What follows belongs to an exercise in optimizing a design on an open flow for small area, a short achievable clock period and few clock cycles; a production flow would make more cautious choices. Where RTL was checked, it was by simulation tests only, not by an equivalence proof against the original. The RTL of runs 2 to 6 was laid out without a check of its function. Power figures rest on the tool's default switching activity, not on a simulated workload.

==> flow/design.v <==
package dpc_pkg;
	localparam int PIX_W  = 8;
	localparam int DIM_W  = 9;
	localparam int CNT_W  = 17;
	localparam int SUM_W  = 24;
	localparam int CFG_IW = 3;
	localparam int CFG_DW = 17;
endpackage
module dark_pixel_centroid (
	input  logic        clk,
	input  logic        arst_n,
	input  logic        cfg_valid,
	output logic        cfg_ready,
	input  logic [2:0]  cfg_index,
	input  logic [16:0] cfg_data,
	input  logic        s_tvalid,
	output logic        s_tready,
	input  logic [7:0]  s_tdata,
	input  logic        s_tlast,
	output logic        m_tvalid,
	input  logic        m_tready,
	output logic [39:0] m_tdata,
	output logic        m_tuser
);
	logic [7:0]  cfg_wm1;                         
	logic [8:0]  cfg_xs1, cfg_xe1, cfg_ys1, cfg_ye1;   
	logic [7:0]  cfg_thr;
	logic [16:0] cfg_min, cfg_max;
	logic [8:0]  cfg_dec;
	assign cfg_ready = 1'b1;
	always_comb begin
		for (int i = 0; i < 9; i++) cfg_dec[i] = cfg_data[i] ^ ~|(cfg_data[8:0] & ((9'd1 << i) - 9'd1));
	end
	always_ff @(posedge clk or negedge arst_n) begin
		if (!arst_n) begin
			cfg_wm1 <= 8'd95;
			cfg_thr <= 8'd85;
			cfg_xs1 <= 9'd9;
			cfg_xe1 <= 9'd85;
			cfg_ys1 <= 9'd9;
			cfg_ye1 <= 9'd85;
			cfg_min <= 17'd180;
			cfg_max <= 17'd3176;
		end else if (cfg_valid) begin
			case (cfg_index)
				3'd0: cfg_wm1 <= cfg_dec[8] ? {8{cfg_data[8]}} : cfg_dec[7:0];
				3'd1: cfg_thr <= cfg_data[7:0];
				3'd2: cfg_xs1 <= cfg_dec;
				3'd3: cfg_xe1 <= cfg_dec;
				3'd4: cfg_ys1 <= cfg_dec;
				3'd5: cfg_ye1 <= cfg_dec;
				3'd6: cfg_min <= cfg_data;
				3'd7: cfg_max <= cfg_data;
				default: ;
			endcase
		end
	end
	logic rdy_q, v0_q, div_q, vld_q, clr_q;
	logic last_q, w0_q;           
	logic lo_q, hi_q, swap_q, fin_q;
	logic clr, last;
	logic [7:0]  col_q, row_q;    
	logic        fs_q;            
	logic        xs_q, xe_q;      
	logic        ys_q, ye_q;      
	logic [16:0] cnt_q;           
	logic        full_q;          
	logic        nz_q, min_q, max_q;   
	logic [26:0] x_q;             
	logic [23:0] y_q;             
	logic        cx_q, cy_q;      
	logic        cd_q;            
	logic        found_q, nf_q;
	assign clr  = clr_q;
	assign last = last_q;
	logic       wrap, inc, eq_min, eq_max;
	logic       xs_d, xe_d, ys_d, ye_d;
	logic       xs_z, xe_z, ys_z, ye_z;
	logic [8:0] sx_lo, sy_lo;
	logic [16:0] sx_hi, sy_hi;
	logic       force_x, force_y;
	assign wrap = col_q == cfg_wm1;
	assign xs_z = &cfg_xs1;
	assign xe_z = &cfg_xe1;
	assign ys_z = &cfg_ys1;
	assign ye_z = &cfg_ye1;
	always_comb begin
		xs_d = xs_q;
		xe_d = xe_q;
		ys_d = ys_q;
		ye_d = ye_q;
		if (clr || last || (fs_q && !v0_q)) begin
			xs_d = xs_z;
			xe_d = xe_z;
			ys_d = ys_z;
			ye_d = ye_z;
		end else if (v0_q) begin
			if (wrap) begin
				xs_d = xs_z;
				xe_d = xe_z;
				if (row_q != 8'hff) begin
					if ({1'b0, row_q} == cfg_ys1) ys_d = 1'b1;
					if ({1'b0, row_q} == cfg_ye1) ye_d = 1'b1;
				end
			end else begin
				if ({1'b0, col_q} == cfg_xs1) xs_d = 1'b1;
				if ({1'b0, col_q} == cfg_xe1) xe_d = 1'b1;
			end
		end
	end
	assign inc    = w0_q && !full_q;
	assign eq_min = cnt_q == cfg_min;
	assign eq_max = cnt_q == cfg_max;
	assign sx_lo   = {1'b0, x_q[7:0]} + {1'b0, col_q & {8{w0_q}}};
	assign sy_lo   = {1'b0, y_q[7:0]} + {1'b0, row_q & {8{w0_q}}};
	assign sx_hi   = {1'b0, x_q[23:8]} + {16'd0, cx_q};
	assign sy_hi   = {1'b0, y_q[23:8]} + {16'd0, cy_q};
	assign force_x = (cx_q && x_q[23:8] == 16'hffff) || (fin_q && (x_q[8] || !found_q));
	assign force_y = (cy_q && y_q[23:8] == 16'hffff) || (fin_q && (y_q[8] || !found_q));
	logic [11:0] lo;
	logic [9:0]  hi;
	logic        neg, found;
	assign neg     = x_q[26];
	assign lo      = {1'b0, x_q[17:8], 1'b1} + {1'b0, cnt_q[9:0] ^ {10{!neg}}, !neg};
	assign hi      = {x_q[26:18], 1'b1} + {{2'b0, cnt_q[16:10]} ^ {9{!neg}}, cd_q};
	assign found = nz_q && (min_q || eq_min) && !max_q;
	always_ff @(posedge clk or negedge arst_n) begin
		if (!arst_n) begin
			rdy_q  <= 1'b0;
			v0_q   <= 1'b0;
			last_q <= 1'b0;
			div_q  <= 1'b0;
			vld_q  <= 1'b0;
			clr_q  <= 1'b1;
			lo_q   <= 1'b0;
			hi_q   <= 1'b0;
			swap_q <= 1'b0;
			fin_q  <= 1'b0;
		end else begin
			v0_q   <= s_tvalid && rdy_q;
			last_q <= s_tvalid && rdy_q && s_tlast;
			clr_q  <= vld_q && m_tready;
			if (clr_q)                     rdy_q <= 1'b1;
			else if (s_tvalid && s_tlast)  rdy_q <= 1'b0;
			if (last_q)        div_q <= 1'b1;
			else if (fin_q)    div_q <= 1'b0;
			if (fin_q)         vld_q <= 1'b1;
			else if (m_tready) vld_q <= 1'b0;
			lo_q   <= div_q && !col_q[0] && (col_q <= 8'd16 || (col_q >= 8'd20 && col_q <= 8'd36));
			hi_q   <= div_q &&  col_q[0] && (col_q <= 8'd17 || (col_q >= 8'd21 && col_q <= 8'd37));
			swap_q <= div_q && col_q == 8'd18;
			fin_q  <= div_q && col_q == 8'd38;
		end
	end
	always_ff @(posedge clk) begin
		w0_q    <= s_tvalid && rdy_q && (s_tdata < cfg_thr) && xs_d && !xe_d && ys_d && !ye_d;
		found_q <= found;
		nf_q    <= !found;
		xs_q <= xs_d;
		xe_q <= xe_d;
		ys_q <= ys_d;
		ye_q <= ye_d;
		if (clr || last) fs_q <= 1'b1;
		else if (v0_q)   fs_q <= 1'b0;
		if (clr || last) begin
			col_q <= '0;
			row_q <= '0;
		end else if (div_q) begin
			col_q <= col_q + 8'd1;
		end else if (v0_q) begin
			if (wrap) begin
				col_q <= '0;
				if (row_q != 8'hff) row_q <= row_q + 8'd1;
			end else begin
				col_q <= col_q + 8'd1;
			end
		end
		cnt_q <= (clr || (fin_q && !found_q)) ? 17'd0 : cnt_q + {16'd0, inc};
		if (clr) begin
			full_q <= 1'b0;
			nz_q   <= 1'b0;
			min_q  <= 1'b0;
			max_q  <= 1'b0;
		end else if (inc) begin
			nz_q  <= 1'b1;
			if (cnt_q == 17'h1fffe) full_q <= 1'b1;
			if (eq_min) min_q <= 1'b1;
			if (eq_max) max_q <= 1'b1;
		end
		cx_q <= sx_lo[8] && !clr;
		cy_q <= sy_lo[8] && !clr;
		y_q  <= clr ? 24'd0 : force_y ? 24'hffffff : {sy_hi[15:0], sy_lo[7:0]};
		if (clr) begin
			x_q <= '0;
		end else if (swap_q) begin
			x_q      <= {3'b0, y_q};
			y_q[8:0] <= x_q[8:0];
		end else if (lo_q) begin
			x_q[17:8] <= lo[10:1];
			cd_q      <= lo[11];
		end else if (hi_q) begin
			x_q <= {hi[8:1], x_q[17:0], !hi[9]};
		end else begin
			x_q <= {3'b0, force_x ? 24'hffffff : {sx_hi[15:0], sx_lo[7:0]}};
		end
	end
	assign s_tready = rdy_q;
	assign m_tvalid = vld_q;
	assign m_tuser  = found_q;
	assign m_tdata  = {5'b0, cnt_q, nf_q, x_q[7:0], nf_q, y_q[7:0]};
endmodule
==> flow/flow/run.sh <==
#!/bin/bash
# The standard layout (standard.sh: the standard flow's synthesis and ORFS flow, unchanged), with the
# ports buffered by the smallest buffer instead of the resizer's default pick; the resizer
# still upsizes or adds buffers where a port's load or timing needs it.
set -euo pipefail
bash standard.sh finish \
	'BUFFER_PORTS_ARGS=-buffer_cell sky130_fd_sc_hd__buf_1' \
	> make_finish.log 2>&1
==> flow/standard.sh <==
#!/bin/bash
# synth_recipe.tcl (not shown) runs the flow's synth.tcl, then flattens the netlist and writes it again
# the make line also repeats each setting of config.mk as NAME=value (left out here)
make -C /OpenROAD-flow-scripts/flow DESIGN_CONFIG=/design/flow/config.mk WORK_HOME=/design/flow/orfs CLKGATE_MAP_FILE= SYNTH_SCRIPT=/design/flow/synth_recipe.tcl "${@:-finish}"
==> flow/config.mk <==
export PLATFORM = sky130hd
export DESIGN_NAME = dark_pixel_centroid
export DESIGN_NICKNAME = dark_pixel_centroid
export VERILOG_FILES = /design/flow/design.v
export SDC_FILE = /design/flow/constraint.sdc
export NUM_CORES = 4
export LEC_CHECK = 0
export CAP_MARGIN = 20
export CORE_MARGIN = 2
export CORE_UTILIZATION = 40
export CTS_BUF_LIST = sky130_fd_sc_hd__clkbuf_8
export SETUP_SLACK_MARGIN = 2.8
export SLEW_MARGIN = 20
export TNS_END_PERCENT = 0
==> flow/constraint.sdc <==
create_clock -name core_clock -period 5.0 [get_ports {clk}]
set_input_delay 1.0000 -clock core_clock [delete_from_list [all_inputs] [get_ports {clk}]]
set_output_delay 1.0000 -clock core_clock [all_outputs]
set_load 0.01 [all_outputs]
==> summary.md, run 1 <==
| Metric | Value |
|---|---|
| Wire per inst | 17.2 um |
| # H-tree levels | 4 |
| EDFF count, synth | 1 |
| Layout cells sized above 1 | a little over an eighth |
| Io pins | 78 |
| Antenna diodes | 0 |
| Worst slew pin tran | slightly below 0.9 ns |
| RSZ-0062 raised after global routing | yes |
| Die Width | 171 um |
| Setup crit end kind | flop |
| Startpoint Class | flop |
| Required time worst endpoint | 5.40 ns |
| Max Cap Viol | 0 |
| Final hold violations | 0 |
| FP Rows | 61 |
| Synth Cell Area | 0.0112 mm^2 |
| Clock latency on the worst-skew pair | 0.49 ns |
| Setup_tns | 0 ns |
| Mean Syn Cell Area | roughly 9 um^2 |
| Worst reg-to-reg path cell count | 7 |
| Vias in the first global route | 8458 |
| Final Setup Violations | 0 |
| Fraction of registers with async set/reset | 49.2% |
| Fill cells | 2762 |
| DRC viols | 0 |
| Fmax | 0.431 GHz |
| Drt via density | 5.30 |
| Post-DP HPWL | 20700 um |
| Root Buffer | clkbuf_8 |
| Overflow left after global routing | 0 |
| CTS Buffer Depth | 2 |
| Post-Syn Instances | 1247 |
| Leak | just under 5 nW |
| Register area | 0.00448 mm^2 |
| Finished Cell Area | 0.0122 mm^2 |
| #FFs+latches synth | 195 |
| Tcrit/Tclk final | 46.4% |
| CTS Hold Buffers Added | 0 |
| CTS sink count | 195 |
| DR iter-0 viols | between 500 and 600 |
| Via count | 8783 |
| DP Worst Slack | 2.08 ns |
| Worst Hold Class | flop to flop |
| PD cells | 501 mW/mm^2 |
| Main synth FF type | dfxtp_1 |
| VDD IR-drop max | 0.188 mV |
| First-pass GRT wire length | 46100 um |
| Largest net degree at the start of global routing | 59 |
| # nets final | approximately 1400 |
| Detail Route Antenna Nets | 0 |
| Cell variety after synth | 73 |
| Seq/Total Area, Yosys | 39.6% |
| Die height | 171 um |
| Result of the run | complete, no violations |
| Die area | 0.0294 mm^2 |
| Final Power | 6.13 mW |
| Final Skew | 0.0304 ns |
| Placed Area | 0.0116 mm^2 |
| Critical path data arrival time | between 2 and 3 ns |
| CP Max Fanout | 7 |
| CTS Buf Count | 17 |
| Tot GR Track Use | 20.0% |
| Class of the most critical setup path | flop to flop |
| Number of port buffers | 71 |
| Hold depth | 2 |
| Core area | 0.0277 mm^2 |
| CTS tree | yes |
| Hold Slack | between 0.4 and 0.5 ns |
| Relative slew slack | between 40% and 50% |
| GP Congestion | 0.822 |
| Synth warn | 1 |
| Multi-input logic area | 0.00629 mm^2 |
| Pins Over Slew Limit | 0 |
| Post-route setup slack | 2.68 ns |
| Initial antenna violation count | 0 |
| Final min period | 2.32 ns |
| Starting Density | 40.5% |
| Pre-Repair DR Iteration Count | 5 |
| Final WL | 28400 um |
| Area Growth Syn to Fin | 9.10% |
| Clk pin slew, worst setup/hold paths | 0.11 ns |
## worst max-delay path, cell delays in order, from the launching register on
cell,delay (ns)
dfxtp_1,0.47
nand4_1,0.21
or4_4,0.50
o31ai_4,0.33
nor2_2,0.15
a221oi_2,0.30
a211oi_2,0.08
a211oi_2,0.19
## flip-flops by register name (all words and copies together), names as in the netlist, 8 cells and up
name / count
col_q: 8
row_q: 8
cfg_xs1: 9
cfg_min: 17
cfg_max: 17
cfg_ye1: 9
cnt_q: 17
cfg_xe1: 9
cfg_wm1: 8
cfg_ys1: 9
cfg_thr: 8
y_q: 24
x_q: 27
## layout by cell type (no fill, tap or decap), types with 4 or more instances in the layout
| cell type | count |
|---|---|
| mux2_2 | 29 |
| o21ai_1 | 9 |
| nor4_1 | 7 |
| nor2b_1 | 9 |
| clkinvlp_4 | 4 |
| mux2i_1 | 5 |
| o211ai_1 | 6 |
| a21o_1 | 21 |
| conb_1 | 6 |
| clkbuf_8 | 17 |
| and2_1 | 18 |
| o21bai_1 | 6 |
| nand2_1 | 105 |
| buf_1 | 69 |
| o221ai_1 | 7 |
| buf_4 | 16 |
| nor3_1 | 26 |
| or2_2 | 4 |
| dfrtp_1 | 63 |
| nand3_1 | 33 |
| nand2b_1 | 7 |
| dfstp_2 | 32 |
| o21a_1 | 9 |
| a221oi_1 | 4 |
| dfxtp_1 | 78 |
| inv_1 | 43 |
| o21ai_0 | 83 |
| dfxtp_2 | 12 |
| a41oi_1 | 4 |
| a21oi_1 | 82 |
| nor2_1 | 82 |
| ha_1 | 55 |
| a211oi_1 | 10 |
| nand4_1 | 35 |
| xor2_1 | 59 |
| xnor2_1 | 104 |
| dfxtp_4 | 8 |
| and3_1 | 20 |
| or3_1 | 5 |
## power breakdown
part | switching, mW | internal [mW] | total (mW) | leakage, nW
registers | 0.576 | 2.04 | 2.61 | 1.96
clock network | 0.636 | 0.418 | 1.05 | 0.200
logic | 1.28 | 1.18 | 2.46 | 2.74
total | 2.49 | 3.63 | 6.13 | 4.90
## Yosys cell counts, types with 5 or more instances
library cell  number  area [um^2]
nand2_1          107          402
xnor2_1          107          937
dfxtp_1           98         1960
o21ai_0           86          430
a21oi_1           84          420
nor2_1            83          312
dfrtp_1           64         1600
xor2_1            59          517
ha_1              56          701
clkbuf_1          51          191
inv_1             43          161
nand4_1           35          219
nand3_1           34          170
dfstp_2           32          841
mux2_2            29          327
nor3_1            29          145
buf_4             26          195
a21o_1            21          158
and3_1            20          125
and2_1            18          113
a211oi_1          12         90.1
buf_2             10         50.1
nor2b_1           10         62.6
o21a_1             9         67.6
buf_1              7         26.3
nand2b_1           7         43.8
nor4_1             7         43.8
o21ai_1            7         35.0
o221ai_1           7         61.3
o211ai_1           6         45.0
o21bai_1           6         45.0
mux2i_1            5         50.1
or3_1              5         31.3
## cell families after synthesis
kind of cell               count (synthesis)  share of synthesized area (%)
AOI/OAI and AO/OA                        278                           15.4
xor gates and xnor gates                 166                           13.0
adders and majority gates                 59                           6.79
buffers and inverters                    139                           5.64
DFF                                      195                           39.6
muxes                                     34                           3.36
other                                      2                         0.0670
and+or+nand+nor                          374                           16.2
## worst paths after layout
check	start	endpoint	slack, ns
max	x_q[12]$_SDFF_PP0_	x_q[12]$_SDFF_PP0_	2.68
min	nz_q$_SDFFE_PP0P_	nz_q$_SDFFE_PP0P_	0.49
max reg2reg	x_q[12]$_SDFF_PP0_	x_q[12]$_SDFF_PP0_	2.68
min reg2reg	nz_q$_SDFFE_PP0P_	nz_q$_SDFFE_PP0P_	0.49
max in group asynchronous	arst_n	cfg_wm1[6]$_DFFE_PN1P_	3.36
min in group asynchronous	arst_n	cfg_max[8]$_DFFE_PN0P_	0.61
## routing by layer
| layer | up-vias | wire length (um) | global-route usage [%] |
|---|---|---|---|
| met3 | 26 | 1130 | 2.92 |
| met1 | 4230 | 14000 | 29.0 |
| met4 | 0 | 348 | 4.90 |
| li1 | 4348 | - | - |
| met2 | 179 | 12900 | 31.2 |
| met5 | - | 0 | 0 |
## per-stage QoR
stage | cells | util, %
6_report | 1656 | 44.1
2_1_floorplan | 1251 | -
3_5_place_dp | 1612 | 41.8
4_1_cts | 1655 | 43.8
3_3_place_gp | 1611 | 41.7
5_1_grt | 1656 | 44.1
## final cells by class
| type | count | share of cell area [%] |
|---|---|---|
| multi-input combinational | 917 | 51.4 |
| clock inverter | 15 | 1.39 |
| timing repair buffer | 88 | 3.29 |
| sequential | 195 | 36.6 |
| timing repair inverter | 1 | 0.0614 |
| clock buffer | 17 | 1.91 |
| inverter | 45 | 1.41 |
| tap | 378 | 3.87 |
## timing repair
action,in CTS,in global routing
endpoints found under the hold margin,0,0
endpoints found under the setup margin,91,101
pin swaps,3,2
setup buffers,10,1
resized for setup,35,24
cloned,1,0
Testbench counts, summed over its fixed seeds: cycles 111,092.
==> run 2, diff against run 1 <==
--- a/flow/design.v
+++ b/flow/design.v
@@ -28,9 +28,7 @@
 	logic [16:0] cfg_min, cfg_max;
 	logic [8:0]  cfg_dec;
 	assign cfg_ready = 1'b1;
-	always_comb begin
-		for (int i = 0; i < 9; i++) cfg_dec[i] = cfg_data[i] ^ ~|(cfg_data[8:0] & ((9'd1 << i) - 9'd1));
-	end
+	assign cfg_dec   = cfg_data[8:0] - 9'd1;
 	always_ff @(posedge clk or negedge arst_n) begin
 		if (!arst_n) begin
 			cfg_wm1 <= 8'd95;
@@ -64,13 +62,12 @@
 	logic        xs_q, xe_q;      
 	logic        ys_q, ye_q;      
 	logic [16:0] cnt_q;           
-	logic        full_q;          
 	logic        nz_q, min_q, max_q;   
 	logic [26:0] x_q;             
 	logic [23:0] y_q;             
 	logic        cx_q, cy_q;      
 	logic        cd_q;            
-	logic        found_q, nf_q;
+	logic        found_q;
 	assign clr  = clr_q;
 	assign last = last_q;
 	logic       wrap, inc, eq_min, eq_max;
@@ -108,7 +105,7 @@
 			end
 		end
 	end
-	assign inc    = w0_q && !full_q;
+	assign inc    = w0_q && !(&cnt_q);
 	assign eq_min = cnt_q == cfg_min;
 	assign eq_max = cnt_q == cfg_max;
 	assign sx_lo   = {1'b0, x_q[7:0]} + {1'b0, col_q & {8{w0_q}}};
@@ -155,7 +152,6 @@
 	always_ff @(posedge clk) begin
 		w0_q    <= s_tvalid && rdy_q && (s_tdata < cfg_thr) && xs_d && !xe_d && ys_d && !ye_d;
 		found_q <= found;
-		nf_q    <= !found;
 		xs_q <= xs_d;
 		xe_q <= xe_d;
 		ys_q <= ys_d;
@@ -177,16 +173,15 @@
 		end
 		cnt_q <= (clr || (fin_q && !found_q)) ? 17'd0 : cnt_q + {16'd0, inc};
 		if (clr) begin
-			full_q <= 1'b0;
 			nz_q   <= 1'b0;
 			min_q  <= 1'b0;
 			max_q  <= 1'b0;
 		end else if (inc) begin
 			nz_q  <= 1'b1;
-			if (cnt_q == 17'h1fffe) full_q <= 1'b1;
 			if (eq_min) min_q <= 1'b1;
 			if (eq_max) max_q <= 1'b1;
 		end
+		cd_q <= lo[11];
 		cx_q <= sx_lo[8] && !clr;
 		cy_q <= sy_lo[8] && !clr;
 		y_q  <= clr ? 24'd0 : force_y ? 24'hffffff : {sy_hi[15:0], sy_lo[7:0]};
@@ -197,7 +192,6 @@
 			y_q[8:0] <= x_q[8:0];
 		end else if (lo_q) begin
 			x_q[17:8] <= lo[10:1];
-			cd_q      <= lo[11];
 		end else if (hi_q) begin
 			x_q <= {hi[8:1], x_q[17:0], !hi[9]};
 		end else begin
@@ -207,5 +201,5 @@
 	assign s_tready = rdy_q;
 	assign m_tvalid = vld_q;
 	assign m_tuser  = found_q;
-	assign m_tdata  = {5'b0, cnt_q, nf_q, x_q[7:0], nf_q, y_q[7:0]};
+	assign m_tdata  = {5'b0, cnt_q, !found_q, x_q[7:0], !found_q, y_q[7:0]};
 endmodule
--- a/flow/config.mk
+++ b/flow/config.mk
@@ -9,6 +9,6 @@
 export CORE_MARGIN = 2
 export CORE_UTILIZATION = 40
 export CTS_BUF_LIST = sky130_fd_sc_hd__clkbuf_8
-export SETUP_SLACK_MARGIN = 2.8
+export CTS_CLUSTER_SIZE = 10
+export SETUP_SLACK_MARGIN = 2.7
 export SLEW_MARGIN = 20
-export TNS_END_PERCENT = 0
==> run 2 against run 1 <==
  * Still clean
  * Wire length fell by 0.33%
  * Via count rose by 0.96%
  * Non-clock buffer count rose by 23
  * Synthesized cell count did not move
  * Design area rose by 3.7%
  * Flip-flop and latch count fell by 2
  * Die area fell by 0.29%
  * Maximum frequency rose by 1.1%
  * Register-to-register slack improved by 0.03 ns
  * Critical path depth rose by 3
  * Critical path type unchanged
  * Largest power group unchanged
  * Highest routed layer unchanged
==> summary.md, run 2 <==
| Metric | Value |
|---|---|
| First-pass GRT wire length | 45200 um (was 46100 um) |
| Drt via density | 5.28 (was 5.30) |
| Max Cap Viol | 0 (unchanged) |
| Via count | 8867 (was 8783) |
| Pins Over Slew Limit | 0 (unchanged) |
| Number of port buffers | 71 (unchanged) |
| Required time worst endpoint | 5.37 ns (was 5.40 ns) |
| # H-tree levels | 4 (unchanged) |
| CTS Buf Count | 17 (unchanged) |
| Fmax | 0.436 GHz (was 0.431 GHz) |
| Biggest regs | x_q: 27 flops, y_q: 24 flops (unchanged) |
| Overflow left after global routing | 0 (unchanged) |
| PD cells | 481 mW/mm^2 (was 501 mW/mm^2) |
| Final Setup Violations | 0 (unchanged) |
| Root Buffer | clkbuf_8 (unchanged) |
| Layout cells sized above 1 | 19.2% (was 13.5%) |
| Synth area leader | dfxtp_1 (unchanged) |
| Leak | 5.13 nW (was 4.90 nW) |
| DP Worst Slack | 1.97 ns (was 2.08 ns) |
| Mean Syn Cell Area | 8.96 um^2 (was 8.99 um^2) |
| Final Util | 45.9% (was 44.1%) |
| Detail Route Antenna Nets | 0 (unchanged) |
| Synth cell count leaders | nand2_1 (107), xnor2_1 (107), dfxtp_1 (97) (was nand2_1 (107), xnor2_1 (107), dfxtp_1 (98)) |
| Worst Hold Class | flop to flop (unchanged) |
| CP Max Fanout | 6 (was 7) |
| Cell variety after synth | 69 (was 73) |
| Class of the most critical setup path | flop to flop (unchanged) |
| Post-Syn Instances | 1247 (unchanged) |
| Die Width | 171 um (about the same) |
| Antenna diodes | 0 (unchanged) |
| Starting Density | 40.4% (was 40.5%) |
| Most frequent cells in the layout | xnor2_1 (105), nand2_1 (103), nor2_1 (87), a21oi_1 (76), dfxtp_1 (70) (was nand2_1 (105), xnor2_1 (104), o21ai_0 (83), nor2_1 (82), a21oi_1 (82)) |
| Commonest non-fill, non-tap cell in the layout | xnor2_1 (was nand2_1) |
| Vias in the first global route | 8503 (was 8458) |
| Finished Cell Area | 0.0127 mm^2 (was 0.0122 mm^2) |
| Final WL | 28300 um (was 28400 um) |
| CTS tree | yes (unchanged) |
| Startpoint Class | flop (unchanged) |
| Die area | 0.0293 mm^2 (was 0.0294 mm^2) |
| Synth warn | 1 (unchanged) |
| CTS sink count | 193 (was 195) |
| Clock latency on the worst-skew pair | 0.50 ns (was 0.49 ns) |
| Wire per inst | 16.9 um (was 17.2 um) |
| Die height | 171 um (about the same) |
| Final Power | 6.10 mW (was 6.13 mW) |
| Clk pin slew, worst setup/hold paths | 0.12 ns (was 0.11 ns) |
| FP Rows | 61 (unchanged) |
| Final Skew | 0.0215 ns (was 0.0304 ns) |
| Final hold violations | 0 (unchanged) |
| Top post-synthesis cells by area | dfxtp_1 (17%), dfrtp_1 (14%), xnor2_1 (8.4%), dfstp_2 (7.5%), ha_1 (6.0%) (was dfxtp_1 (18%), dfrtp_1 (14%), xnor2_1 (8.4%), dfstp_2 (7.5%), ha_1 (6.3%)) |
| Final min period | 2.30 ns (was 2.32 ns) |
| Max reg flops | 27 (unchanged) |
| Critical path data arrival time | 2.66 ns (was 2.72 ns) |
| Post-route setup slack | 2.70 ns (was 2.68 ns) |
| #FFs+latches synth | 193 (was 195) |
| Fraction of registers with async set/reset | 49.7% (was 49.2%) |
| Relative slew slack | 37.9% (was 41.6%) |
| Tot GR Track Use | 19.6% (was 20.0%) |
| Largest net degree at the start of global routing | 74 (was 59) |
| Io pins | 78 (unchanged) |
| Worst slew pin tran | 0.932 ns (was 0.877 ns) |
| Tcrit/Tclk final | 45.9% (was 46.4%) |
| Hold Slack | 0.445 ns (was 0.488 ns) |
| Placed insts | 1612 (unchanged) |
| VDD IR-drop max | 0.220 mV (was 0.188 mV) |
| EDFF count, synth | 0 (was 1) |
| CTS Hold Buffers Added | 0 (unchanged) |
| Result of the run | complete, no violations (unchanged) |
| GP Congestion | 0.868 (was 0.822) |
| CTS Buffer Depth | 2 (unchanged) |
| Core area | 0.0276 mm^2 (was 0.0277 mm^2) |
| Largest Register | x_q (unchanged) |
| Setup_tns | 0 ns (unchanged) |
| Placed Area | 0.0116 mm^2 (about the same) |
| Non-filler instance count after layout | 1679 (was 1656) |
| Post-DP HPWL | 20200 um (was 20700 um) |
| Main synth FF type | dfxtp_1 (unchanged) |
| Initial antenna violation count | 0 (unchanged) |
| Share of the synthesized area in the top cell type | 17.4% (was 17.5%) |
| DR iter-0 viols | 505 (was 582) |
| RSZ-0062 raised after global routing | yes (unchanged) |
| Synth Cell Area | 0.0112 mm^2 (about the same) |
| Pre-Repair DR Iteration Count | 5 (unchanged) |
| Seq/Total Area, Yosys | 39.2% (was 39.6%) |
| Setup crit end kind | flop (unchanged) |
| Area Growth Syn to Fin | 13.5% (was 9.10%) |
| DRC viols | 0 (unchanged) |
| # nets final | 1379 (was 1358) |
## run 2: worst paths after layout
| kind | start | to | slack, ns | cells after the start |
|---|---|---|---|---|
| max | w0_q$_DFF_P_ | x_q[6]$_SDFFE_PP0P_ | 2.70 | 10 |
| min | max_q$_SDFFE_PP0P_ | found_q$_DFF_P_ | 0.45 | 1 |
| max reg2reg | w0_q$_DFF_P_ | x_q[6]$_SDFFE_PP0P_ | 2.70 | 10 |
| min reg2reg | max_q$_SDFFE_PP0P_ | found_q$_DFF_P_ | 0.45 | 1 |
| max in group asynchronous | arst_n | clr_q$_DFF_PN1_ | 3.46 | 2 |
| min in group asynchronous | arst_n | cfg_ys1[2]$_DFFE_PN0P_ | 0.60 | 1 |
## run 2: per-layer routing
metal	GRT usage, %	vias up	wire [um]
met1	26.2	4311	13300
met5	0	-	0
met2	33.0	162	13800
met4	5.05	0	374
met3	3.08	30	880
li1	-	4364	-
## run 2: cell families (layout without fill, tap and decap cells)
group	count (synthesis)	after routing	share of synthesized area [%]
XOR/XNOR	175	175	13.7
adder cells (fa/ha/maj)	57	57	6.58
other	2	6	0.0672
buffers and inverters	148	198	6.00
flip-flops	193	193	39.2
multiplexers	36	36	3.58
AND/OR/NAND/NOR	380	380	16.9
AO/OA/AOI/OAI	256	256	14.0
## run 2: final cells by class
cell class | instances | area (um^2)
clock buffer | 17 | 234
clock inverter | 15 | 191
fill | 2697 | 14900
inverter | 55 | 214
multi-input combinational | 910 | 6510
sequential | 193 | 4440
tap | 378 | 473
timing repair buffer | 111 | 612
## run 2: power breakdown
part	leakage [nW]	switching, mW	total [mW]	internal, mW
logic	2.97	1.29	2.47	1.18
clock network	0.207	0.690	1.08	0.387
registers	1.95	0.542	2.55	2.01
## run 2: critical path, stage by stage, from the launching register on
cell	delay, ns
dfxtp_4	0.40
buf_6	0.13
and2_1	0.15
ha_1	0.32
nor2b_1	0.15
o21ai_1	0.20
a21oi_2	0.10
o21a_1	0.18
or3_1	0.30
a21oi_1	0.16
o31ai_1	0.07
## run 2: repair_timing
item,in CTS,in global routing
gates resized for setup,52,66
buffers inserted,15,20
setup endpoints to repair,76,72
pin swaps,10,25
==> run 3, diff against run 2 <==
--- a/flow/config.mk
+++ b/flow/config.mk
@@ -9,6 +9,5 @@
 export CORE_MARGIN = 2
 export CORE_UTILIZATION = 40
 export CTS_BUF_LIST = sky130_fd_sc_hd__clkbuf_8
-export CTS_CLUSTER_SIZE = 10
 export SETUP_SLACK_MARGIN = 2.7
 export SLEW_MARGIN = 20
==> run 3 against run 2 <==
  * Maximum frequency unchanged
  * Still clean
  * Via count unchanged
  * Largest power group unchanged
  * Critical path type unchanged
  * Hold slack unchanged
  * Register-to-register slack about the same
  * Final cell count unchanged
  * Highest routed layer unchanged
==> summary.md, run 3 <==
| Metric | Value |
|---|---|
| # H-tree levels | 4 (unchanged) |
| Leak | 5.13 nW (unchanged) |
| PD cells | 481 mW/mm^2 (unchanged) |
| Root Buffer | clkbuf_8 (unchanged) |
| Die height | 171 um (unchanged) |
| Tot GR Track Use | 19.6% (unchanged) |
| RSZ-0062 raised after global routing | yes (unchanged) |
| Setup_tns | 0 ns (unchanged) |
| Final min period | 2.30 ns (unchanged) |
| Pre-Repair DR Iteration Count | 5 (unchanged) |
| Final Skew | 0.0215 ns (unchanged) |
| Fraction of registers with async set/reset | 49.7% (unchanged) |
| Final hold violations | 0 (unchanged) |
| Largest Register | x_q (unchanged) |
| Worst reg-to-reg path cell count | 10 (unchanged) |
| FP Rows | 61 (unchanged) |
| Tcrit/Tclk final | 45.9% (unchanged) |
| Vias in the first global route | 8503 (unchanged) |
| Hold depth | 1 (unchanged) |
| VDD IR-drop max | 0.220 mV (unchanged) |
| Logic pwr share | 40.5% (about the same) |
| Layout cells sized above 1 | 19.2% (unchanged) |
| First-pass GRT wire length | 45200 um (unchanged) |
| Worst Hold Class | flop to flop (unchanged) |
| Mean Syn Cell Area | 8.96 um^2 (unchanged) |
| CTS Buf Count | 17 (unchanged) |
| Antenna diodes | 0 (unchanged) |
| Pins Over Slew Limit | 0 (unchanged) |
| Critical path data arrival time | 2.66 ns (about the same) |
| Setup crit end kind | flop (unchanged) |
| Worst slew pin tran | 0.932 ns (unchanged) |
| EDFF count, synth | 0 (unchanged) |
| Post-DP HPWL | 20200 um (unchanged) |
| DR iter-0 viols | 505 (unchanged) |
| Final Power | 6.10 mW (unchanged) |
| Core area | 0.0276 mm^2 (unchanged) |
| Overflow left after global routing | 0 (unchanged) |
| Most frequent cells in the layout | xnor2_1 (105), nand2_1 (103), nor2_1 (87), a21oi_1 (76), dfxtp_1 (70) (unchanged) |
| Largest net degree at the start of global routing | 74 (unchanged) |
| Synth Cell Area | 0.0112 mm^2 (unchanged) |
| Initial antenna violation count | 0 (unchanged) |
| CP Max Fanout | 6 (unchanged) |
| Final Util | 45.9% (unchanged) |
| Pint | 3.58 mW (unchanged) |
| Seq/Total Area, Yosys | 39.2% (unchanged) |
| Top post-synthesis cells by area | dfxtp_1 (17%), dfrtp_1 (14%), xnor2_1 (8.4%), dfstp_2 (7.5%), ha_1 (6.0%) (unchanged) |
| Die Width | 171 um (unchanged) |
| # nets final | 1379 (unchanged) |
| Synth cell count leaders | nand2_1 (107), xnor2_1 (107), dfxtp_1 (97) (unchanged) |
| Die area | 0.0293 mm^2 (unchanged) |
| Clock Power Share | 17.6% (about the same) |
| Clock latency on the worst-skew pair | 0.50 ns (about the same) |
| Drt via density | 5.28 (unchanged) |
| Class of the most critical setup path | flop to flop (unchanged) |
| #FFs+latches synth | 193 (unchanged) |
| Fmax | 0.436 GHz (unchanged) |
| Commonest non-fill, non-tap cell in the layout | xnor2_1 (unchanged) |
| DRC viols | 0 (unchanged) |
| Wire per inst | 16.9 um (unchanged) |
| Detail Route Antenna Nets | 0 (unchanged) |
| CTS Hold Buffers Added | 0 (unchanged) |
| CTS Buffer Depth | 2 (unchanged) |
| Required time worst endpoint | 5.37 ns (about the same) |
| Via count | 8867 (unchanged) |
| Clk pin slew, worst setup/hold paths | 0.12 ns (about the same) |
| Area Growth Syn to Fin | 13.5% (unchanged) |
| Psw | 2.53 mW (unchanged) |
| Hold Slack | 0.445 ns (unchanged) |
| Relative slew slack | 37.9% (unchanged) |
| Flop pwr share | 41.8% (about the same) |
| Synth warn | 1 (unchanged) |
| CTS tree | yes (unchanged) |
| Startpoint Class | flop (unchanged) |
| Biggest regs | x_q: 27 flops, y_q: 24 flops (unchanged) |
| Max Cap Viol | 0 (unchanged) |
| Starting Density | 40.4% (unchanged) |
| Post-Syn Instances | 1247 (unchanged) |
| Cell variety after synth | 69 (unchanged) |
| Io pins | 78 (unchanged) |
| Result of the run | complete, no violations (unchanged) |
| GP Congestion | 0.868 (unchanged) |
| Sw Ratio | 41.4% (unchanged) |
| Main synth FF type | dfxtp_1 (unchanged) |
| Max reg flops | 27 (unchanged) |
| Synth area leader | dfxtp_1 (unchanged) |
| CTS sink count | 193 (unchanged) |
| Share of the synthesized area in the top cell type | 17.4% (unchanged) |
| Final WL | 28300 um (unchanged) |
| Number of port buffers | 71 (unchanged) |
| Final Setup Violations | 0 (unchanged) |
## run 3: cell type report
| cell class | instances | area [um^2] |
|---|---|---|
| multi-input combinational | 910 | 6510 |
| inverter | 55 | 214 |
| clock inverter | 15 | 191 |
| tap | 378 | 473 |
| clock buffer | 17 | 234 |
| timing repair buffer | 111 | 612 |
| sequential | 193 | 4440 |
| fill | 2697 | 14900 |
## run 3: stage by stage
stage | cells | instance area, um^2 | setup WS (ns)
detailed placement | 1612 | 11600 | 1.97
global placement | 1611 | 11600 | 2.01
floorplan | 1251 | 11300 | 2.38
global route | 1679 | 12700 | 2.56
finish | 1679 | 12700 | 2.70
CTS | 1659 | 12300 | 2.70
## run 3: cell families after synthesis
family          synth area share (%)
compound gates                  14.0
xor+xnor                        13.7
fa+ha+maj                       6.58
mux                             3.58
buf+inv                         6.00
other cells                   0.0672
flops                           39.2
simple gates                    16.9
## run 3: power by group through the flow
stage                     sequential [mW]  clock, mW  combinational, mW
final                                2.55       1.08               2.47
after global routing                 2.61       1.16               2.78
after CTS                            2.55       1.09               2.29
after detailed placement             2.59          0               2.20
after global placement               2.59          0               2.15
after floorplan                      2.33          0               1.95
## run 3: worst max-delay path, stage by stage, from the launching register on
cell and delay (ns):
dfxtp_4 0.40, buf_6 0.13, and2_1 0.15, ha_1 0.32, nor2b_1 0.15, o21ai_1 0.20
a21oi_2 0.10, o21a_1 0.18, or3_1 0.30, a21oi_1 0.16, o31ai_1 0.07
## run 3: layer usage
| metal | part of all wire [%] | up-vias | wire (um) | track usage, % |
|---|---|---|---|---|
| li1 | - | 4364 | - | - |
| met3 | 3.1 | 30 | 880 | 3.08 |
| met2 | 49 | 162 | 13800 | 33.0 |
| met4 | 1.3 | 0 | 374 | 5.05 |
| met5 | 0 | - | 0 | 0 |
| met1 | 47 | 4311 | 13300 | 26.2 |
## run 3: timing repair
action	in CTS	in global routing
pin swaps	10	25
resized for setup	52	66
setup endpoints to repair	76	72
buffers inserted	15	20
## run 3: path summary, 6_finish.rpt
check	startpoint	endpoint	slack (ns)
max in group asynchronous	arst_n	clr_q$_DFF_PN1_	3.46
min in group asynchronous	arst_n	cfg_ys1[2]$_DFFE_PN0P_	0.60
setup reg to reg	w0_q$_DFF_P_	x_q[6]$_SDFFE_PP0P_	2.70
hold / removal	max_q$_SDFFE_PP0P_	found_q$_DFF_P_	0.45
hold reg to reg	max_q$_SDFFE_PP0P_	found_q$_DFF_P_	0.45
setup / recovery	w0_q$_DFF_P_	x_q[6]$_SDFFE_PP0P_	2.70
==> run 4, diff against run 3 <==
--- a/flow/design.v
+++ b/flow/design.v
@@ -28,7 +28,9 @@
 	logic [16:0] cfg_min, cfg_max;
 	logic [8:0]  cfg_dec;
 	assign cfg_ready = 1'b1;
-	assign cfg_dec   = cfg_data[8:0] - 9'd1;
+	always_comb begin
+		for (int i = 0; i < 9; i++) cfg_dec[i] = cfg_data[i] ^ ~|(cfg_data[8:0] & ((9'd1 << i) - 9'd1));
+	end
 	always_ff @(posedge clk or negedge arst_n) begin
 		if (!arst_n) begin
 			cfg_wm1 <= 8'd95;
--- a/flow/config.mk
+++ b/flow/config.mk
@@ -11,3 +11,4 @@
 export CTS_BUF_LIST = sky130_fd_sc_hd__clkbuf_8
 export SETUP_SLACK_MARGIN = 2.7
 export SLEW_MARGIN = 20
+export TNS_END_PERCENT = 0
==> run 4 against run 3 <==
  * Clock skew decreased by 0.0027 ns
  * Maximum frequency is 1.4% lower
  * Synthesized cell count rose by 1.7%
  * Clock power about the same
  * First-iteration DRC count fell by 8.7%
  * Register-to-register slack barely moved
  * Utilization down 0.52 points
  * Sequential share of layout area rose by 0.15 points
  * Die area rose by 1.3%
  * Via count grew 1.5%
  * Final cell count grew 0.42%
  * Largest cell class unchanged
==> summary.md, run 4 <==
| Metric | Value |
|---|---|
| Detail Route Antenna Nets | 0 (unchanged) |
| Tcrit/Tclk final | 46.5% (was 45.9%) |
| Seq/Total Area, Yosys | 38.7% (was 39.2%) |
| Clk pin slew, worst setup/hold paths | 0.12 ns (about the same) |
| Via count | 9003 (was 8867) |
| Startpoint Class | flop (unchanged) |
| Commonest non-fill, non-tap cell in the layout | nand2_1 (was xnor2_1) |
| Top post-synthesis cells by area | dfxtp_1 (17%), dfrtp_1 (14%), dfstp_2 (7.4%), xnor2_1 (7.2%), ha_1 (6.2%) (was dfxtp_1 (17%), dfrtp_1 (14%), xnor2_1 (8.4%), dfstp_2 (7.5%), ha_1 (6.0%)) |
| # H-tree levels | 4 (unchanged) |
| Final hold violations | 0 (unchanged) |
| Die height | 172 um (was 171 um) |
| Area Growth Syn to Fin | 11.7% (was 13.5%) |
| Most frequent cells in the layout | nand2_1 (106), nor2_1 (94), xnor2_1 (90), o21ai_0 (72), dfxtp_1 (72) (was xnor2_1 (105), nand2_1 (103), nor2_1 (87), a21oi_1 (76), dfxtp_1 (70)) |
| Cell variety after synth | 77 (was 69) |
| DRC viols | 0 (unchanged) |
| Class of the most critical setup path | flop to output port (was flop to flop) |
| Number of port buffers | 71 (unchanged) |
| Synth warn | 1 (unchanged) |
| Final WL | 29000 um (was 28300 um) |
| DR iter-0 viols | 461 (was 505) |
| Layout cells sized above 1 | 16.2% (was 19.2%) |
| Post-DP HPWL | 20800 um (was 20200 um) |
| Setup crit end kind | output port (was flop) |
| CP bufs+invs | 1 (unchanged) |
| Leak | 5.10 nW (was 5.13 nW) |
| Setup_tns | 0 ns (unchanged) |
| FP Rows | 61 (unchanged) |
| First-pass GRT wire length | 46700 um (was 45200 um) |
| Antenna diodes | 0 (unchanged) |
| Pre-Repair DR Iteration Count | 5 (unchanged) |
| Crit path max-delay cell type | dfxtp_1 (was dfxtp_4) |
| Final min period | 2.33 ns (was 2.30 ns) |
| Core area | 0.0279 mm^2 (was 0.0276 mm^2) |
| Vias in the first global route | 8628 (was 8503) |
| Worst slew pin tran | 0.993 ns (was 0.932 ns) |
| Worst path top cell family by delay | flip-flops (was compound AO/OA/AOI/OAI gates) |
| Drt via density | 5.34 (was 5.28) |
| Tot GR Track Use | 20.1% (was 19.6%) |
| Max reg flops | 27 (unchanged) |
| #FFs+latches synth | 193 (unchanged) |
| Main synth FF type | dfxtp_1 (unchanged) |
| Initial antenna violation count | 1 (was 0) |
| CTS Buffer Depth | 2 (unchanged) |
| Fmax | 0.430 GHz (was 0.436 GHz) |
| CP Max Fanout | 7 (was 6) |
| DP Worst Slack | 2.01 ns (was 1.97 ns) |
| Mean Syn Cell Area | 8.93 um^2 (was 8.96 um^2) |
| CTS sink count | 193 (unchanged) |
| Required time worst endpoint | 4.00 ns (was 5.37 ns) |
| Die area | 0.0297 mm^2 (was 0.0293 mm^2) |
| Synth Cell Area | 0.0113 mm^2 (was 0.0112 mm^2) |
| Multi-input logic area | 0.00652 mm^2 (was 0.00651 mm^2) |
| Largest net degree at the start of global routing | 69 (was 74) |
| Worst Hold Class | flop to flop (unchanged) |
| Biggest regs | x_q: 27 flops, y_q: 24 flops (unchanged) |
| VDD IR-drop max | 0.174 mV (was 0.220 mV) |
| CP max stage delay | 0.63 ns (was 0.40 ns) |
| Fill cells | 2696 (was 2697) |
| Fraction of registers with async set/reset | 49.7% (unchanged) |
| Result of the run | complete, no violations (unchanged) |
| Final Setup Violations | 0 (unchanged) |
| Synth cell count leaders | nand2_1 (107), dfxtp_1 (97), nor2_1 (96) (was nand2_1 (107), xnor2_1 (107), dfxtp_1 (97)) |
| Clock latency on the worst-skew pair | 0.50 ns (about the same) |
| Final Skew | 0.0188 ns (was 0.0215 ns) |
| # nets final | 1388 (was 1379) |
| Final Power | 6.08 mW (was 6.10 mW) |
| PD cells | 481 mW/mm^2 (about the same) |
| Synth area leader | dfxtp_1 (unchanged) |
| Pins Over Slew Limit | 0 (unchanged) |
| CTS tree | yes (unchanged) |
| GP Congestion | 0.831 (was 0.868) |
| Share of the synthesized area in the top cell type | 17.2% (was 17.4%) |
| Hold Slack | 0.441 ns (was 0.445 ns) |
| Wire per inst | 17.2 um (was 16.9 um) |
| Largest Register | x_q (unchanged) |
| Overflow left after global routing | 0 (unchanged) |
| EDFF count, synth | 0 (unchanged) |
| Cell with the most instances after synthesis | nand2_1 |
| Io pins | 78 (unchanged) |
| Root Buffer | clkbuf_8 (unchanged) |
| Register area | 0.00445 mm^2 (was 0.00444 mm^2) |
| Cells along the critical path | buf_1 (was buf_6 > and2_1 > ha_1 > nor2b_1 > o21ai_1 > a21oi_2 > o21a_1 > or3_1 > a21oi_1 > o31ai_1) |
| Relative slew slack | 33.6% (was 37.9%) |
| Starting Density | 40.6% (was 40.4%) |
| Post-route setup slack | 2.67 ns (was 2.70 ns) |
| Critical path data arrival time | 1.33 ns (was 2.66 ns) |
| RSZ-0062 raised after global routing | yes (unchanged) |
| Die Width | 172 um (was 171 um) |
| CTS Buf Count | 17 (unchanged) |
| Post-Syn Instances | 1268 (was 1247) |
| Max Cap Viol | 0 (unchanged) |
## run 4: changes by cell type after synthesis, sizes merged, moves of 7 or more
cell / delta
xnor2: -14
a311oi: +7
a21oi: -18
inv: +8
nand3: +12
nor4: +8
## run 4: layout make-up
type	instances	share of cell area [%]
clock buffer	17	1.85
clock inverter	15	1.47
inverter	63	2.13
multi-input combinational	919	51.6
sequential	193	35.2
tap	378	3.74
timing repair buffer	100	3.99
timing repair inverter	1	0.0396
## run 4: cell families (layout without fill, tap and decap cells)
logic type | count (synthesis) | after routing | synth area share, %
DFF | 193 | 193 | 38.7
AOI/OAI and AO/OA | 266 | 266 | 15.3
muxes | 33 | 33 | 3.23
buffers and inverters | 160 | 196 | 6.30
and+or+nand+nor | 395 | 395 | 17.3
xor gates and xnor gates | 160 | 160 | 12.4
adders and majority gates | 59 | 59 | 6.72
other | 2 | 6 | 0.0663
## run 4: worst paths after layout
kind	startpoint	endpoint	slack, ns	cells after the start
max in group asynchronous	arst_n	cfg_max[3]$_DFFE_PN1P_	3.36	2
min in group asynchronous	arst_n	cfg_ys1[7]$_DFFE_PN0P_	0.65	1
setup / recovery	cnt_q[3]$_SDFF_PP0_	m_tdata[21]	2.67	1
hold reg to reg	max_q$_SDFFE_PP0P_	found_q$_DFF_P_	0.44	1
setup reg to reg	x_q[14]$_SDFF_PP0_	x_q[12]$_SDFF_PP0_	2.70	6
hold / removal	max_q$_SDFFE_PP0P_	found_q$_DFF_P_	0.44	1
## run 4: per-stage QoR
stage | util, % | area, um^2 | instances
floorplan | - | 11500 | 1272
global placement | 42.2 | 11800 | 1630
detailed placement | 42.2 | 11800 | 1630
CTS | 44.2 | 12300 | 1669
global route | 45.4 | 12600 | 1686
finish | 45.4 | 12600 | 1686
## run 4: where the power goes
part           internal [mW]  leakage, nW  switching (mW)
Clock                  0.388        0.212           0.687
Combinational           1.19         2.94            1.28
Sequential              1.99         1.95           0.548
## run 4: what timing repair did
action	CTS	global route
setup buffers	7	16
pin swaps	3	14
hold buffers	0	0
gates resized for setup	32	50
gates cloned	0	1
setup endpoints to repair	76	90
## run 4: metal layers
layer | part of all wire, % | vias to the layer above | track usage, %
met5 | 0.045 | - | 0
met4 | 1.4 | 2 | 5.52
met3 | 4.2 | 35 | 3.09
met2 | 47 | 172 | 33.5
met1 | 47 | 4337 | 27.2
li1 | - | 4457 | -
==> run 5, diff against run 4 <==
--- a/flow/design.v
+++ b/flow/design.v
@@ -28,9 +28,7 @@
 	logic [16:0] cfg_min, cfg_max;
 	logic [8:0]  cfg_dec;
 	assign cfg_ready = 1'b1;
-	always_comb begin
-		for (int i = 0; i < 9; i++) cfg_dec[i] = cfg_data[i] ^ ~|(cfg_data[8:0] & ((9'd1 << i) - 9'd1));
-	end
+	assign cfg_dec   = cfg_data[8:0] - 9'd1;
 	always_ff @(posedge clk or negedge arst_n) begin
 		if (!arst_n) begin
 			cfg_wm1 <= 8'd95;
==> flow/flow/run.sh (replaced) <==
#!/bin/bash
# The standard layout (standard.sh: the standard flow's synthesis and ORFS flow, unchanged), with the
# ports buffered by the smallest buffer instead of the resizer's default pick, and ORFS's
# power recovery after global routing (downsizing gates off the critical paths).
set -euo pipefail
bash standard.sh finish \
	'BUFFER_PORTS_ARGS=-buffer_cell sky130_fd_sc_hd__buf_1' \
	'RECOVER_POWER=100' \
	> make_finish.log 2>&1
--- a/flow/config.mk
+++ b/flow/config.mk
@@ -11,4 +11,3 @@
 export CTS_BUF_LIST = sky130_fd_sc_hd__clkbuf_8
 export SETUP_SLACK_MARGIN = 2.7
 export SLEW_MARGIN = 20
-export TNS_END_PERCENT = 0
==> run 5 against run 4 <==
  * Critical path depth grew 10
  * The layout now fails its checks (capacitance limit, slew limit)
  * Critical path type is now flop to flop
  * Non-clock buffer count rose by 11
  * Worst setup slack worse by 0.64 ns
  * Highest routed layer is now met4
  * Power down 0.70%
  * Register-to-register slack lost 0.67 ns
  * Via count shrank 2.2%
==> summary.md, run 5 <==
| Metric | Value |
|---|---|
| Number of port buffers | 71 (unchanged) |
| Critical path data arrival time | 3.36 ns (was 1.33 ns) |
| Leak | 5.05 nW (was 5.10 nW) |
| Die Width | 171 um (was 172 um) |
| Max Cap Viol | 1 (was 0) |
| Starting Density | 40.4% (was 40.6%) |
| Result of the run | complete, but fails checks (was complete, no violations) |
| Seq/Total Area, Yosys | 39.2% (was 38.7%) |
| Worst reg-to-reg path cell count | 11 (was 6) |
| DR iter-0 viols | 571 (was 461) |
| CTS Buf Count | 17 (unchanged) |
| DRC viols | 0 (unchanged) |
| Tot GR Track Use | 19.6% (was 20.1%) |
| Final Setup Violations | 0 (unchanged) |
| CTS sink count | 193 (unchanged) |
| RSZ-0062 raised after global routing | yes (unchanged) |
| Post-DP HPWL | 20200 um (was 20800 um) |
| Reg-to-Reg End | cnt_q[10]$_SDFF_PP0_ (was x_q[12]$_SDFF_PP0_) |
| Initial antenna violation count | 0 (was 1) |
| Hold depth | 1 (unchanged) |
| DP Worst Slack | 1.97 ns (was 2.01 ns) |
| CTS Buffer Depth | 2 (unchanged) |
| Area Growth Syn to Fin | 10.8% (was 11.7%) |
| Placed Area | 0.0116 mm^2 (was 0.0118 mm^2) |
| # nets final | 1379 (was 1388) |
| Commonest non-fill, non-tap cell in the layout | xnor2_1 (was nand2_1) |
| Post-Syn Instances | 1247 (was 1268) |
| Max reg flops | 27 (unchanged) |
| Clk pin slew, worst setup/hold paths | 0.12 ns (about the same) |
| Startpoint Class | flop (unchanged) |
| PD cells | 488 mW/mm^2 (was 481 mW/mm^2) |
| FF-to-FF Start | cnt_q[10]$_SDFF_PP0_ (was x_q[14]$_SDFF_PP0_) |
| Fmax | 0.337 GHz (was 0.430 GHz) |
| Mean Syn Cell Area | 8.96 um^2 (was 8.93 um^2) |
| Synth warn | 1 (unchanged) |
| Top post-synthesis cells by area | dfxtp_1 (17%), dfrtp_1 (14%), xnor2_1 (8.4%), dfstp_2 (7.5%), ha_1 (6.0%) (was dfxtp_1 (17%), dfrtp_1 (14%), dfstp_2 (7.4%), xnor2_1 (7.2%), ha_1 (6.2%)) |
| CTS tree | yes (unchanged) |
| Die height | 171 um (was 172 um) |
| VDD IR-drop max | 0.220 mV (was 0.174 mV) |
| EDFF count, synth | 0 (unchanged) |
| Relative slew slack | -31.3% (was 33.6%) |
| Layout cells sized above 1 | 15.1% (was 16.2%) |
| Worst slew pin tran | 1.97 ns (was 0.993 ns) |
| #FFs+latches synth | 193 (unchanged) |
| Final hold violations | 0 (unchanged) |
| Die area | 0.0293 mm^2 (was 0.0297 mm^2) |
| Tcrit/Tclk final | 59.3% (was 46.5%) |
| Final Util | 44.8% (was 45.4%) |
| Final WL | 28400 um (was 29000 um) |
| # H-tree levels | 4 (unchanged) |
| Worst path top cell family by delay | simple AND/OR/NAND/NOR gates (was flip-flops) |
| FP Rows | 61 (unchanged) |
| CP bufs+invs | 0 (was 1) |
| Via count | 8805 (was 9003) |
| Pre-Repair DR Iteration Count | 5 (unchanged) |
| Post-route setup slack | 2.03 ns (was 2.67 ns) |
| Final Skew | 0.0220 ns (was 0.0188 ns) |
| Share of the synthesized area in the top cell type | 17.4% (was 17.2%) |
| Failed Checks | capacitance limit, slew limit |
| Cell variety after synth | 69 (was 77) |
| Cells along the critical path | and3_1 > and3_1 > and3_1 > a31oi_1 > ha_4 > ha_1 > nand3_1 > nor2_1 > nand3_1 > xor2_1 > nor2_1 (was buf_1) |
| Antenna diodes | 0 (unchanged) |
| HP Start | max_q$_SDFFE_PP0P_ (unchanged) |
| Biggest regs | x_q: 27 flops, y_q: 24 flops (unchanged) |
| CP Max Fanout | 6 (was 7) |
| Setup crit end kind | flop (was output port) |
| CP max stage delay | 0.50 ns (was 0.63 ns) |
| R2R setup slack | 2.03 ns (was 2.70 ns) |
| Pins Over Slew Limit | 25 (was 0) |
| Largest net degree at the start of global routing | 74 (was 69) |
| Most common cell on crit path | and3_1 |
| Root Buffer | clkbuf_8 (unchanged) |
| Final min period | 2.97 ns (was 2.33 ns) |
| First-pass GRT wire length | 45200 um (was 46700 um) |
| Class of the most critical setup path | flop to flop (was flop to output port) |
| GP Congestion | 0.868 (was 0.831) |
| Main synth FF type | dfxtp_1 (unchanged) |
| Detail Route Antenna Nets | 0 (unchanged) |
| Required time worst endpoint | 5.39 ns (was 4.00 ns) |
| Finished Cell Area | 0.0124 mm^2 (was 0.0126 mm^2) |
| Io pins | 78 (unchanged) |
| Synth cell count leaders | nand2_1 (107), xnor2_1 (107), dfxtp_1 (97) (was nand2_1 (107), dfxtp_1 (97), nor2_1 (96)) |
| Wire per inst | 16.9 um (was 17.2 um) |
| Worst Hold Class | flop to flop (unchanged) |
| Most frequent cells in the layout | xnor2_1 (105), nand2_1 (104), nor2_1 (91), dfxtp_1 (88), a21oi_1 (79) (was nand2_1 (106), nor2_1 (94), xnor2_1 (90), o21ai_0 (72), dfxtp_1 (72)) |
| Overflow left after global routing | 0 (unchanged) |
| Largest Register | x_q (unchanged) |
| Drt via density | 5.24 (was 5.34) |
| Vias in the first global route | 8503 (was 8628) |
| Setup_tns | 0 ns (unchanged) |
| Fill cells | 2747 (was 2696) |
| Clock latency on the worst-skew pair | 0.49 ns (was 0.50 ns) |
| Synth Cell Area | 0.0112 mm^2 (was 0.0113 mm^2) |
| Core area | 0.0276 mm^2 (was 0.0279 mm^2) |
| Fraction of registers with async set/reset | 49.7% (unchanged) |
| Synth area leader | dfxtp_1 (unchanged) |
| Worst Hold Path EP | found_q$_DFF_P_ (unchanged) |
| Crit path max-delay cell type | nor2_1 (was dfxtp_1) |
==> run 5: cell types whose count changed after synthesis, moves of 6 or more <==
| cell | delta |
|---|---|
| a311oi_1 | -7 |
| nor2_1 | -6 |
| buf_2 | +8 |
| a21oi_1 | +18 |
| nand3_1 | -11 |
| o31ai_1 | +6 |
| xnor2_1 | +14 |
| inv_1 | -9 |
| nand4_1 | +7 |
| buf_1 | -7 |
==> run 5: metrics by stage <==
stage          hold slack (ns)  power [mW]  cells
2_1_floorplan            0.398        4.27   1251
3_3_place_gp             0.420        4.74   1611
3_5_place_dp             0.420        4.80   1612
4_1_cts                  0.451        5.93   1659
5_1_grt                  0.484        6.49   1679
6_report                 0.452        6.04   1679
==> run 5: cells by family (layout without fill, tap and decap cells) <==
logic type,Yosys count,in the layout,synth area share [%]
compound gates,256,256,14.0
xor+xnor,175,175,13.7
fa+ha+maj,57,57,6.58
buf+inv,148,198,6.00
flops,193,193,39.2
mux,36,36,3.58
other cells,2,6,0.0672
simple gates,380,380,16.9
==> run 5: repair_timing <==
item,CTS,global route
gates cloned,0,0
setup buffers,15,20
endpoints found under the setup margin,76,72
pin swaps,10,25
hold buffers,0,0
resized for setup,52,66
==> run 5: cell type report <==
| class | instances | area (um^2) | share of cell area [%] |
|---|---|---|---|
| well taps | 378 | 473 | 3.82 |
| repair buffers | 111 | 574 | 4.64 |
| clock buffers | 17 | 234 | 1.89 |
| inverters | 55 | 211 | 1.71 |
| multi-input cells | 910 | 6290 | 50.8 |
| flip-flops and latches | 193 | 4400 | 35.6 |
| clock inverters | 15 | 191 | 1.55 |
==> run 5: how the worst max path moves through the flow <==
stage	from	to	slack (ns)	cells past startpoint
detailed placement	cfg_data[0]	cfg_xe1[8]$_DFFE_PN0P_	1.97	8
finish	cnt_q[10]$_SDFF_PP0_	cnt_q[10]$_SDFF_PP0_	2.03	11
CTS	w0_q$_DFF_P_	x_q[6]$_SDFFE_PP0P_	2.70	10
floorplan	cfg_data[4]	cfg_xs1[8]$_DFFE_PN0P_	2.38	7
global placement	cfg_data[0]	cfg_xe1[8]$_DFFE_PN0P_	2.01	8
global route	cnt_q[10]$_SDFF_PP0_	cnt_q[10]$_SDFF_PP0_	1.86	11
==> run 5: power breakdown <==
part,leakage (nW),internal [mW],switching [mW]
registers,1.94,2.01,0.533
logic,2.91,1.15,1.27
clock network,0.207,0.387,0.689
==> run 5: per-layer routing <==
layer	routed length (um)	share of wire [%]	global-route usage (%)	vias to the layer above
li1	-	-	-	4354
met5	0	0	0	-
met1	13300	47	26.2	4274
met3	953	3.4	3.08	27
met2	13700	48	33.0	150
met4	371	1.3	5.05	0
==> run 5: worst register-to-register path: cells and delay by family, from the launching register on <==
family                   cells  cell delay (ns)
adder cells (fa/ha/maj)      2             0.37
AND/OR/NAND/NOR              7             1.57
AO/OA/AOI/OAI                1             0.34
XOR/XNOR                     1             0.15
flip-flops                   1             0.44
==> run 6, diff against run 5 <==
--- a/flow/design.v
+++ b/flow/design.v
@@ -55,7 +55,7 @@
 	end
 	logic rdy_q, v0_q, div_q, vld_q, clr_q;
 	logic last_q, w0_q;           
-	logic lo_q, hi_q, swap_q, fin_q;
+	logic st_q, swap_q, fin_q;
 	logic clr, last;
 	logic [7:0]  col_q, row_q;    
 	logic        fs_q;            
@@ -66,7 +66,6 @@
 	logic [26:0] x_q;             
 	logic [23:0] y_q;             
 	logic        cx_q, cy_q;      
-	logic        cd_q;            
 	logic        found_q;
 	assign clr  = clr_q;
 	assign last = last_q;
@@ -114,12 +113,10 @@
 	assign sy_hi   = {1'b0, y_q[23:8]} + {16'd0, cy_q};
 	assign force_x = (cx_q && x_q[23:8] == 16'hffff) || (fin_q && (x_q[8] || !found_q));
 	assign force_y = (cy_q && y_q[23:8] == 16'hffff) || (fin_q && (y_q[8] || !found_q));
-	logic [11:0] lo;
-	logic [9:0]  hi;
+	logic [19:0] sum;
 	logic        neg, found;
 	assign neg     = x_q[26];
-	assign lo      = {1'b0, x_q[17:8], 1'b1} + {1'b0, cnt_q[9:0] ^ {10{!neg}}, !neg};
-	assign hi      = {x_q[26:18], 1'b1} + {{2'b0, cnt_q[16:10]} ^ {9{!neg}}, cd_q};
+	assign sum     = {x_q[26:8], 1'b1} + {{2'b0, cnt_q} ^ {19{!neg}}, !neg};
 	assign found = nz_q && (min_q || eq_min) && !max_q;
 	always_ff @(posedge clk or negedge arst_n) begin
 		if (!arst_n) begin
@@ -129,8 +126,7 @@
 			div_q  <= 1'b0;
 			vld_q  <= 1'b0;
 			clr_q  <= 1'b1;
-			lo_q   <= 1'b0;
-			hi_q   <= 1'b0;
+			st_q   <= 1'b0;
 			swap_q <= 1'b0;
 			fin_q  <= 1'b0;
 		end else begin
@@ -143,10 +139,9 @@
 			else if (fin_q)    div_q <= 1'b0;
 			if (fin_q)         vld_q <= 1'b1;
 			else if (m_tready) vld_q <= 1'b0;
-			lo_q   <= div_q && !col_q[0] && (col_q <= 8'd16 || (col_q >= 8'd20 && col_q <= 8'd36));
-			hi_q   <= div_q &&  col_q[0] && (col_q <= 8'd17 || (col_q >= 8'd21 && col_q <= 8'd37));
-			swap_q <= div_q && col_q == 8'd18;
-			fin_q  <= div_q && col_q == 8'd38;
+			st_q   <= div_q && (col_q <= 8'd8 || (col_q >= 8'd10 && col_q <= 8'd18));
+			swap_q <= div_q && col_q == 8'd9;
+			fin_q  <= div_q && col_q == 8'd19;
 		end
 	end
 	always_ff @(posedge clk) begin
@@ -181,7 +176,6 @@
 			if (eq_min) min_q <= 1'b1;
 			if (eq_max) max_q <= 1'b1;
 		end
-		cd_q <= lo[11];
 		cx_q <= sx_lo[8] && !clr;
 		cy_q <= sy_lo[8] && !clr;
 		y_q  <= clr ? 24'd0 : force_y ? 24'hffffff : {sy_hi[15:0], sy_lo[7:0]};
@@ -190,10 +184,8 @@
 		end else if (swap_q) begin
 			x_q      <= {3'b0, y_q};
 			y_q[8:0] <= x_q[8:0];
-		end else if (lo_q) begin
-			x_q[17:8] <= lo[10:1];
-		end else if (hi_q) begin
-			x_q <= {hi[8:1], x_q[17:0], !hi[9]};
+		end else if (st_q) begin
+			x_q <= {sum[18:1], x_q[7:0], !sum[19]};
 		end else begin
 			x_q <= {3'b0, force_x ? 24'hffffff : {sx_hi[15:0], sx_lo[7:0]}};
 		end
==> flow/flow/run.sh (replaced) <==
#!/bin/bash
# The standard layout (standard.sh: the standard flow's synthesis and ORFS flow, unchanged), with the
# ports buffered by the smallest buffer instead of the resizer's default pick; the resizer
# still upsizes or adds buffers where a port's load or timing needs it.
set -euo pipefail
bash standard.sh finish \
	'BUFFER_PORTS_ARGS=-buffer_cell sky130_fd_sc_hd__buf_1' \
	> make_finish.log 2>&1
--- a/flow/config.mk
+++ b/flow/config.mk
@@ -9,5 +9,6 @@
 export CORE_MARGIN = 2
 export CORE_UTILIZATION = 40
 export CTS_BUF_LIST = sky130_fd_sc_hd__clkbuf_8
+export CTS_CLUSTER_SIZE = 10
 export SETUP_SLACK_MARGIN = 2.7
 export SLEW_MARGIN = 20
==> run 6 against run 5 <==
  * The run now finishes clean
  * Synthesized cell count fell by 2.2%
  * Wire length shrank 1.7%
  * Synthesized area fell by 1.4%
  * Register-to-register slack improved by 0.58 ns
  * Critical path depth shrank 4
  * Worst setup slack better by 0.54 ns
  * Design area increased by 0.67%
  * Sequential power grew 2%
  * Final cell count down 4.5%
  * Die area down 1.3%
  * Critical path type is now primary input to flop
  * Largest cell class unchanged
  * Largest power group is now combinational logic
==> summary.md, run 6 <==
| Metric | Value |
|---|---|
| CTS sink count | 191 (was 193) |
| Final Skew | 0.0190 ns (was 0.0220 ns) |
| # H-tree levels | 4 (unchanged) |
| GRT met1 Usage | 26.5% (was 26.2%) |
| Main synth FF type | dfxtp_1 (unchanged) |
| Fmax | 0.413 GHz (was 0.337 GHz) |
| Cell with the most instances after synthesis | nor2_1 |
| Most frequent cells in the layout | nor2_1 (105), nand2_1 (98), xnor2_1 (95), xor2_1 (74), dfxtp_1 (69) (was xnor2_1 (105), nand2_1 (104), nor2_1 (91), dfxtp_1 (88), a21oi_1 (79)) |
| Mean Syn Cell Area | 9.03 um^2 (was 8.96 um^2) |
| Initial antenna violation count | 0 (unchanged) |
| Cells along the critical path | buf_8 > or3_4 > or2_4 > or4_4 > nor2_4 > a21oi_2 > mux2_4 (was and3_1 > and3_1 > and3_1 > a31oi_1 > ha_4 > ha_1 > nand3_1 > nor2_1 > nand3_1 > xor2_1 > nor2_1) |
| Final WL | 27900 um (was 28400 um) |
| Final Setup Violations | 0 (unchanged) |
| Gr busiest metal | met2 (unchanged) |
| Wire per inst | 17.4 um (was 16.9 um) |
| Max Cap Viol | 0 (was 1) |
| Result of the run | complete, no violations (was complete, but fails checks) |
| RSZ-0062 raised after global routing | yes (unchanged) |
| Worst Hold Class | flop to flop (unchanged) |
| Die Width | 170 um (was 171 um) |
| Pre-Repair DR Iteration Count | 7 (was 5) |
| Psw | 2.79 mW (was 2.49 mW) |
| Drt via density | 5.41 (was 5.24) |
==> run 6: changes by cell type after synthesis, moves of 8 or more <==
cell / before / now
nand3_1: 27 / 41
and3_1: 22 / 12
nor2_1: 90 / 108
inv_1: 54 / 39
o21ai_0: 71 / 60
o221ai_1: 17 / 5
a21oi_1: 86 / 72
xnor2_1: 107 / 99
==> run 6: worst paths after layout <==
kind	end	slack [ns]	depth (start not counted)
setup / recovery	cfg_wm1[7]$_DFFE_PN0P_	2.58	7
min in group asynchronous	cfg_thr[1]$_DFFE_PN0P_	0.64	1
setup reg to reg	x_q[23]$_SDFF_PP0_	2.61	10
hold / removal	x_q[7]$_SDFF_PP0_	0.45	2
max in group asynchronous	cfg_min[2]$_DFFE_PN1P_	3.35	2
hold reg to reg	x_q[7]$_SDFF_PP0_	0.45	2
==> run 6: power by group through the flow <==
| stage | Combinational, mW | Sequential (mW) | Clock [mW] |
|---|---|---|---|
| floorplan | 2.32 | 2.32 | 0 |
| global placement | 2.56 | 2.63 | 0 |
| detailed placement | 2.61 | 2.63 | 0 |
| CTS | 2.80 | 2.59 | 1.08 |
| global route | 3.33 | 2.66 | 1.15 |
| finish | 3.01 | 2.60 | 1.05 |
==> run 6: area by class of cell <==
| type | instances | area [um^2] | area share, % |
|---|---|---|---|
| multi-input cells | 901 | 6530 | 52.4 |
| flip-flops and latches | 191 | 4420 | 35.5 |
| repair buffers | 98 | 536 | 4.30 |
| clock buffers | 18 | 248 | 1.99 |
| well taps | 341 | 427 | 3.42 |
| inverters | 40 | 150 | 1.20 |
| clock inverters | 14 | 151 | 1.21 |
==> run 6: what timing repair did <==
action	4_1_cts	5_1_grt
pin swaps	10	22
setup endpoints to repair	50	55
buffers inserted	10	11
gates resized for setup	67	74
==> run 6: through the flow <==
step           hold WS [ns]  power [mW]
3_3_place_gp          0.426        5.19
2_1_floorplan         0.398        4.64
4_1_cts               0.446        6.47
6_report              0.446        6.65
5_1_grt               0.473        7.14
3_5_place_dp          0.422        5.24
==> run 6: kinds of logic after synthesis <==
| logic type | count (synthesis) | share of synthesized area [%] |
|---|---|---|
| multiplexers | 42 | 4.25 |
| other | 2 | 0.0681 |
| XOR/XNOR | 173 | 13.7 |
| AND/OR/NAND/NOR | 394 | 17.7 |
| adder cells (fa/ha/maj) | 56 | 6.48 |
| buffers and inverters | 132 | 5.37 |
| flip-flops | 191 | 39.4 |
| AO/OA/AOI/OAI | 230 | 13.1 |
==> run 6: per-layer routing <==
metal,up-vias,wire (um),share of wire [%]
li1,4279,-,-
met1,4183,13200,47
met2,189,13200,47
met3,22,1180,4.2
met4,0,335,1.2
met5,-,0,0
==> run 6: worst min-delay path, stage by stage, from the launching register on <==
cell	delay [ns]
dfxtp_1	0.34
nand2_1	0.06
nand2_1	0.04

Re-timed with assumed drivers on the ports (clkbuf_16 on the clock, buf_2 on other inputs), run 6 has 2.582 ns of setup slack against 2.576 ns with ideal ports, and 2.065 ns once port delays also move by the mid clock arrival of 0.516 ns.
